This is an optimization exercise on Yosys and OpenROAD, whose aim is small area and a short achievable clock period, not a production implementation.
Function was checked by simulation only, so behaviour that the tests miss may differ from the original.
No activity file was given, so power comes from the tool's default toggle rates.

## v6
==> flow/design.v <==
module cache_tag_check #(
    parameter int  WAYS  = 4,
    parameter int  SETS  = 16,
    parameter int  TAG_W = 20,
    localparam int WAY_W = (WAYS > 1) ? $clog2(WAYS) : 1,
    localparam int IDX_W = $clog2(SETS)
) (
    input  logic             clk,
    input  logic             rst,
    input  logic             lkp_valid,
    input  logic [IDX_W-1:0] lkp_index,
    input  logic [TAG_W-1:0] lkp_tag,
    output logic             lkp_ready,
    output logic             rsp_valid,
    output logic             rsp_hit,
    output logic [WAY_W-1:0] rsp_way,
    input  logic             fill_valid,
    input  logic [IDX_W-1:0] fill_index,
    input  logic [TAG_W-1:0] fill_tag,
    output logic             fill_done,
    output logic [WAY_W-1:0] fill_way,
    input  logic             flush,
    output logic             busy,
    output logic             err
);
    logic                         busy_q;
    logic [IDX_W-1:0]             fcnt_q;
    logic [SETS-1:0][WAYS-1:0]    vld_q;
    logic [SETS-1:0][WAY_W-1:0]   ptr_q;
    logic [TAG_W-1:0]             tag_mem [SETS][WAYS];
    logic                         lkp_acc, fill_acc;
    logic                         l_v_q, f_v_q;
    logic [WAYS-1:0]              l_hitv_q, f_match_q, f_inv_q;
    logic [WAY_W-1:0]             f_ptr_q, f_alt_q;
    logic [IDX_W-1:0]             f_idx_q;
    logic [SETS-1:0]              f_sel_q;   
    logic [TAG_W-1:0]             f_tag_q;
    logic [WAY_W-1:0]             victim;
    logic                         ptr_adv;
    assign lkp_ready = ~busy_q;
    assign busy      = busy_q;
    assign err       = 1'b0;
    assign lkp_acc   = lkp_valid  & ~busy_q & ~flush;
    assign fill_acc  = fill_valid & ~busy_q & ~flush;
    logic [SETS-1:0]              l_seln, f_seln;
    logic [TAG_W-1:0]             l_mm [WAYS];
    logic [TAG_W-1:0]             f_mm [WAYS];
    logic [WAYS-1:0]              l_vrd, f_vrd;
    logic [WAY_W-1:0]             f_prd;
    always_comb begin
        for (int s = 0; s < SETS; s++) begin
            l_seln[s] = (lkp_index != IDX_W'(s));
            f_seln[s] = (fill_index != IDX_W'(s));
        end
        l_vrd = '0;
        f_vrd = '0;
        f_prd = '0;
        for (int s = 0; s < SETS; s++) begin
            l_vrd = l_vrd | ({WAYS{~l_seln[s]}} & vld_q[s]);
            f_vrd = f_vrd | ({WAYS{~f_seln[s]}} & vld_q[s]);
            f_prd = f_prd | ({WAY_W{~f_seln[s]}} & ptr_q[s]);
        end
    end
    for (genvar w = 0; w < WAYS; w++) begin : g_rd
        logic [SETS-1:0] l_wseln, f_wseln;
        ctc_dec #(.IDX_W(IDX_W), .SETS(SETS)) u_ld (.idx(lkp_index), .seln(l_wseln));
        ctc_dec #(.IDX_W(IDX_W), .SETS(SETS)) u_fd (.idx(fill_index), .seln(f_wseln));
        for (genvar b = 0; b < TAG_W; b++) begin : g_bit
            ctc_cmp_bit #(.SETS(SETS)) u_l (
                .seln(l_wseln), .t(lkp_tag[b]), .mm(l_mm[w][b]),
                .d({tag_mem[15][w][b], tag_mem[14][w][b], tag_mem[13][w][b], tag_mem[12][w][b],
                    tag_mem[11][w][b], tag_mem[10][w][b], tag_mem[9][w][b],  tag_mem[8][w][b],
                    tag_mem[7][w][b],  tag_mem[6][w][b],  tag_mem[5][w][b],  tag_mem[4][w][b],
                    tag_mem[3][w][b],  tag_mem[2][w][b],  tag_mem[1][w][b],  tag_mem[0][w][b]}));
            ctc_cmp_bit #(.SETS(SETS)) u_f (
                .seln(f_wseln), .t(fill_tag[b]), .mm(f_mm[w][b]),
                .d({tag_mem[15][w][b], tag_mem[14][w][b], tag_mem[13][w][b], tag_mem[12][w][b],
                    tag_mem[11][w][b], tag_mem[10][w][b], tag_mem[9][w][b],  tag_mem[8][w][b],
                    tag_mem[7][w][b],  tag_mem[6][w][b],  tag_mem[5][w][b],  tag_mem[4][w][b],
                    tag_mem[3][w][b],  tag_mem[2][w][b],  tag_mem[1][w][b],  tag_mem[0][w][b]}));
        end
    end
    logic                         l_byp, f_byp, l_peq, f_peq;
    logic [WAYS-1:0]              l_hitv, f_match, f_inv;
    logic [WAY_W-1:0]             f_ptr, f_alt;
    assign l_byp = f_v_q && (f_idx_q == lkp_index);
    assign f_byp = f_v_q && (f_idx_q == fill_index);
    assign l_peq = (f_tag_q == lkp_tag);
    assign f_peq = (f_tag_q == fill_tag);
    for (genvar w = 0; w < WAYS; w++) begin : g_way
        logic l_pw, f_pw;
        assign l_pw       = l_byp && (victim == WAY_W'(w));
        assign f_pw       = f_byp && (victim == WAY_W'(w));
        logic [TAG_W/2-1:0] l_g, f_g;
        for (genvar k = 0; k < TAG_W / 2; k++) begin : g_grp
            ctc_nor2 u_lg (.a(l_mm[w][2*k]), .b(l_mm[w][2*k+1]), .y(l_g[k]));
            ctc_nor2 u_fg (.a(f_mm[w][2*k]), .b(f_mm[w][2*k+1]), .y(f_g[k]));
        end
        ctc_hit #(.N(TAG_W / 2)) u_lh (.g(l_g), .c(lkp_acc & l_vrd[w] & ~l_pw),
                                       .h(lkp_acc & l_pw & l_peq),
                                       .y(l_hitv[w]));
        ctc_hit #(.N(TAG_W / 2)) u_fh (.g(f_g), .c(f_vrd[w] & ~f_pw), .h(f_pw & f_peq),
                                       .y(f_match[w]));
        assign f_inv[w]   = ~f_pw & ~f_vrd[w];
    end
    assign f_ptr = f_prd + WAY_W'(f_byp & ptr_adv);
    always_comb begin
        f_alt = f_ptr;
        for (int w = WAYS - 1; w >= 0; w--) begin
            if (f_inv[w]) f_alt = WAY_W'(w);
        end
    end
    always_ff @(posedge clk) begin
        if (rst) begin
            l_v_q <= 1'b0;
            f_v_q <= 1'b0;
        end else begin
            l_v_q <= lkp_acc;
            f_v_q <= fill_acc;
        end
        l_hitv_q  <= l_hitv;
        f_match_q <= f_match;
        f_inv_q   <= f_inv;
        f_ptr_q   <= f_ptr;
        f_alt_q   <= f_alt;
        f_idx_q   <= fill_index;
        f_sel_q   <= ~f_seln;
        f_tag_q   <= fill_tag;
    end
    logic [WAY_W-1:0]             hit_way;
    assign hit_way[1] = ~l_hitv_q[0] & ~l_hitv_q[1] & (l_hitv_q[2] | l_hitv_q[3]);
    assign hit_way[0] = ~l_hitv_q[0] & (l_hitv_q[1] | (~l_hitv_q[2] & l_hitv_q[3]));
    assign rsp_valid = l_v_q;
    assign rsp_hit   = |l_hitv_q;
    assign rsp_way   = hit_way;
    always_comb begin
        victim = f_alt_q;
        for (int w = WAYS - 1; w >= 0; w--) begin
            if (f_match_q[w]) victim = WAY_W'(w);
        end
    end
    assign ptr_adv = ~|f_inv_q & ~|f_match_q;
    assign fill_done = f_v_q;
    assign fill_way  = victim;
    always_ff @(posedge clk) begin
        if (rst) begin
            busy_q <= 1'b0;
            fcnt_q <= '0;
        end else if (busy_q) begin
            fcnt_q <= fcnt_q + IDX_W'(1);
            if (fcnt_q == IDX_W'(SETS - 1)) busy_q <= 1'b0;
        end else if (flush) begin
            busy_q <= 1'b1;
        end
    end
    always_ff @(posedge clk) begin
        if (rst) begin
            vld_q <= '0;
            ptr_q <= '0;
        end else begin
            for (int s = 0; s < SETS; s++) begin
                if (f_v_q && f_sel_q[s]) begin
                    vld_q[s][victim] <= 1'b1;
                    if (ptr_adv) ptr_q[s] <= f_ptr_q + WAY_W'(1);
                end
            end
            if (~busy_q & flush) vld_q <= '0;
        end
    end
    always_ff @(posedge clk) begin
        for (int s = 0; s < SETS; s++) begin
            for (int w = 0; w < WAYS; w++) begin
                if (f_v_q && f_sel_q[s] && victim == WAY_W'(w)) tag_mem[s][w] <= f_tag_q;
            end
        end
    end
endmodule
module ctc_dec #(
    parameter int IDX_W = 4,
    parameter int SETS  = 16
) (
    input  logic [IDX_W-1:0] idx,
    output logic [SETS-1:0]  seln
);
    logic [3:0] lo, hi;
    ctc_pre u_lo (.i(idx[1:0]), .y(lo));
    ctc_pre u_hi (.i(idx[3:2]), .y(hi));
    for (genvar s = 0; s < SETS; s++) begin : g_s
        ctc_nand2 u_n (.a(lo[s % 4]), .b(hi[s / 4]), .y(seln[s]));
    end
endmodule
module ctc_pre (input logic [1:0] i, output logic [3:0] y);
    always_comb begin
        for (int j = 0; j < 4; j++) y[j] = (i == 2'(j));
    end
endmodule
module ctc_nand2 (input logic a, b, output logic y);
    assign y = ~(a & b);
endmodule
module ctc_cmp_bit #(
    parameter int SETS = 16
) (
    input  logic [SETS-1:0] seln,
    input  logic [SETS-1:0] d,
    input  logic            t,
    output logic            mm
);
    logic [SETS/2-1:0] o;
    for (genvar k = 0; k < SETS / 2; k++) begin : g_pair
        ctc_o22ai u_o (.a1(d[2*k]), .a2(seln[2*k]), .b1(d[2*k+1]), .b2(seln[2*k+1]), .y(o[k]));
    end
    logic [SETS/4-1:0] a;
    logic              rdn;
    for (genvar j = 0; j < SETS / 4; j++) begin : g_quad
        ctc_nor2 u_a (.a(o[2*j]), .b(o[2*j+1]), .y(a[j]));
    end
    ctc_nand4 u_r (.a(a[0]), .b(a[1]), .c(a[2]), .d(a[3]), .y(rdn));
    ctc_xnor2 u_x (.a(rdn), .b(t), .y(mm));
endmodule
module ctc_o22ai (input logic a1, a2, b1, b2, output logic y);
    assign y = ~((a1 | a2) & (b1 | b2));
endmodule
module ctc_nor2 (input logic a, b, output logic y);
    assign y = ~(a | b);
endmodule
module ctc_nand4 (input logic a, b, c, d, output logic y);
    assign y = ~(a & b & c & d);
endmodule
module ctc_xnor2 (input logic a, b, output logic y);
    assign y = ~(a ^ b);
endmodule
module ctc_hit #(
    parameter int N = 10
) (
    input  logic [N-1:0] g,
    input  logic         c,
    input  logic         h,
    output logic         y
);
    assign y = (&g & c) | h;
endmodule
clock: 5.5 ns
lec_check: 0
abc_clock_period_in_ps: 4500
cap_margin: 20
core_margin: 2
core_utilization: 35
cts_cluster_diameter: 80
cts_cluster_size: 25
place_density: 0.85
setup_slack_margin: 2.8
slew_margin: 20
synth_hierarchical: 1
run.sh (not shown) runs the stock make flow with config.mk's settings and CLKGATE_MAP_FILE= SYNTH_SCRIPT=/design/flow/synth_recipe.tcl, a recipe that flattens the netlist after the stock synthesis.
Both conditions hold for v6: the flow ran to the end and the final layout passed the timing, design-rule and antenna checks.
[inputs] v7 vs v6
- swapping 0.85 for 0.75 in PLACE_DENSITY
- swapping 2.8 for 2.5 in SETUP_SLACK_MARGIN
### Flow results
Combinational cell power ended up about 10% lower on v7 than on v6. Post-CTS setup buffer count in v7 vs v6: down 3. Between v6 and v7, the worst hold slack does not differ in any meaningful way. Looking at critical-path cell with the highest stage delay, the sky130_fd_sc_hd__and2b_2 result is from v7; the sky130_fd_sc_hd__nor2_1 one comes from v6.

[separate check: timing with driven ports]
No port has a modelled driver above. Below, the same layouts with a new extraction and two added sets of constraints. Step 1 assumes that a clkbuf_16 drives the clock port and a buf_2 every other input. Step 2, shift: input delay + t, output delay - t, t = (earliest + latest rising clock arrival at the registers) / 2. This alone moves slack from input paths to output paths. a / b / c = no drivers / after step 1 / after step 2; a / b = the first two.
| run | t (ns) | setup WS [ns] | hold WS [ns] | cell pins on the clock port's net |
|---|---|---|---|---|
| v6 | 0.773 | 2.375 / 2.223 / 1.450 | 0.501 / 0.501 / 0.501 | 1 |
| v7 | 0.758 | 2.441 / 2.429 / 1.675 | 0.500 / 0.500 / 0.500 | 1 |
After both steps setup and hold are still met in every run listed. For v6, which loses most, drivers alone change the setup slack by -0.152 ns; drivers and shift together by -0.925 ns.
